From an optimization exercise on the open Yosys and OpenROAD flow, aimed at small area, a short achievable clock period and few clock cycles per item; shortcuts taken in it are not production practice. Only simulation tests tie the RTL to the original design; equivalence was not proved. No activity file was given, so power comes from the tool's default toggle rates.

== job 9440 ==
// command_packet_checker_top
module command_packet_checker_top (
  input  logic                             clk,
  input  logic                             rst_n,
  input  logic                             in_valid,
  output logic                             in_ready,
  input  logic [7:0]                       in_cmd_class,
  input  logic [7:0]                       in_cmd_code,
  input  logic [7:0]                       in_len_high,
  input  logic [7:0]                       in_len_low,
  input  logic [cpc_pkg::WORD_W-1:0]       in_data_word,
  input  logic [7:0]                       in_rx_crc,
  output logic                             out_valid,
  input  logic                             out_ready,
  output logic [cpc_pkg::RESP_W-1:0]       out_response_code,
  output logic [cpc_pkg::ACT_W-1:0]        out_action,
  output logic [cpc_pkg::WORD_W-1:0]       out_payload_word,
  input  logic                             cfg_valid,
  output logic                             cfg_ready,
  input  logic [cpc_pkg::CFG_IDX_W-1:0]    cfg_index,
  input  logic [7:0]                       cfg_data
);
Size in the first run: about 1,400 cells after synthesis.
==> flow/config.mk <==
export PLATFORM = sky130hd
export DESIGN_NAME = command_packet_checker_top
export DESIGN_NICKNAME = command_packet_checker_top
export VERILOG_FILES = /design/flow/design.v
export SDC_FILE = /design/flow/constraint.sdc
export NUM_CORES = 4
export LEC_CHECK = 0
export CAP_MARGIN = 20
export CORE_MARGIN = 2
export CORE_UTILIZATION = 55
export CTS_CLUSTER_DIAMETER = 60
export CTS_CLUSTER_SIZE = 30
export SETUP_SLACK_MARGIN = 2.4
export SLEW_MARGIN = 20
==> flow/constraint.sdc <==
create_clock -name core_clock -period 5.2 [get_ports {clk}]
set_input_delay 1.0400 -clock core_clock [delete_from_list [all_inputs] [get_ports {clk}]]
set_output_delay 1.0400 -clock core_clock [all_outputs]
set_load 0.01 [all_outputs]
standard.sh (not shown) runs the stock make flow with config.mk's settings and CLKGATE_MAP_FILE= SYNTH_SCRIPT=/design/flow/synth_recipe.tcl, a recipe that flattens the netlist after the stock synthesis.
==> flow/flow/run.sh <==
#!/bin/bash
# standard layout, with the port buffers made of the smallest plain buffer
set -o pipefail
export BUFFER_PORTS_ARGS="-buffer_cell sky130_fd_sc_hd__buf_1"
bash standard.sh > standard.log 2>&1
Testbench counts of job 9440, summed over its fixed seeds: cycles 15,048, items 14,400.
Inputs modified between job 9440 and job 4399:
Settings: CORE_UTILIZATION: 55 -> 40; SETUP_SLACK_MARGIN: 2.4 -> 2.2.
Notes after the runs:
- Job 4399 reports a higher number of filler instances in the final layout than job 9440 does.
- ~same final hold slack in job 4399 and job 9440
- Of the two values seen for startpoint of the worst setup timing path, in_cmd_class[7] was produced by job 4399 and in_cmd_class[5] by job 9440.
- Job 4399 — sequential share of layout area 0.88 points higher, job 9440 as reference
Edits applied to the flow inputs when going from job 4399 to job 1595:
Settings: swapping 40 for 70 in CORE_UTILIZATION; swapping 2.2 for 2.4 in SETUP_SLACK_MARGIN.
--- outcome ---
- From job 1595 to job 4399, fraction of registers with async set or reset after synthesis did not move at all.
- Of job 1595 and job 4399, the run reporting the higher sequential share of power was job 1595.
- Compared with job 4399, in job 1595 area of combinational cells with multiple inputs now larger; total design power now smaller.
Modified inputs, job 7071 compared to job 1595
Settings: CTS_CLUSTER_SIZE: 30 -> unset; SETUP_SLACK_MARGIN: 2.4 -> unset; CTS_CLUSTER_DIAMETER: 60 -> unset; CORE_UTILIZATION: 70 -> 40.
[summary]
- Of job 7071 and job 1595, it is job 7071 that has the lower worst-margin pin slew.
- Every stage of the flow completed for job 7071, and the final layout passed the timing, DRC and antenna checks.
- Between job 1595 and job 7071, the flow reports count of inserted tapcells increasing by more than half.
- The global-route usage of job 7071 falls short of that of job 1595 by 14 points.
- Taking job 7071 as 1.0, job 1595 lands at 0.41 on count of clock-buffer cells in the layout.
- Cells: job 7071 has more instances than job 1595
- For job 7071, the launching element of the worst setup path was w_r[9]$_DFFE_PP_, unlike job 1595, where it was w_r[8]$_DFFE_PP_.
- Job 7071: worst-case setup slack after placement is 150 ps higher than what job 1595 reported.
- As of job 7071, net switching power figure had fallen slightly compared to job 1595.
Changes in job 9790 relative to job 7071:
Settings: putting SETUP_SLACK_MARGIN at 2.4 where nothing was set; putting CTS_CLUSTER_DIAMETER at 60 where nothing was set; putting CTS_CLUSTER_SIZE at 30 where nothing was set.
Findings:
- Summary of job 9790 over job 7071: buffer share of cell area has increased; final instance count without filler cells climbed 19.
- The count of antenna diodes in the layout of job 9790 falls short of that of job 7071 by 1.
- In the metrics for job 7071 and job 9790, the one carrying the lower worst setup slack before clock tree synthesis is job 9790.
- Going from job 7071 to job 9790, global router's overall resource usage grows by 0.36 points.
- Clock transition at the registers of the reported paths (higher): job 9790
- Via count normalized by instance count (higher): job 9790
- Job 7071 reports its kind of critical path as flip-flop to flip-flop while job 9790 reports primary input to flip-flop.
- The part of the total power dissipated in combinational logic of job 7071 and that of job 9790 are within noise of each other.

## re-timing with driven ports
Ports are ideal in the flow. The routed layouts listed here were re-timed in OpenROAD. Step 1 (the two cells are an assumption about what drives the block):
set clk [get_ports {clk}]
set_driving_cell -lib_cell sky130_fd_sc_hd__clkbuf_16 $clk
set_driving_cell -lib_cell sky130_fd_sc_hd__buf_2 [delete_from_list [all_inputs] $clk]
Step 2 times the ports against the registers' clock, not the clock port: input delays grow and output delays shrink by t, the midpoint of the rising clock arrivals with the driver on. Slacks: ideal / step 1 / step 2; pairs: ideal / step 1.
run	shift t [ns]	setup slack, ns	worst setup path at the end
job 9440	0.580	2.339 / 2.369 / 1.789	input to register
job 4399	0.597	2.233 / 2.233 / 1.663	input to register
job 1595	0.564	2.285 / 2.285 / 1.751	input to register
job 7071	0.601	2.015 / 2.015 / 1.555	input to register
job 9790	0.591	2.341 / 2.367 / 1.777	input to register
After both steps every run listed still meets setup and hold. The setup slack of job 4399, which loses most, moves by 0.000 ns with the drivers and by -0.570 ns with both steps.
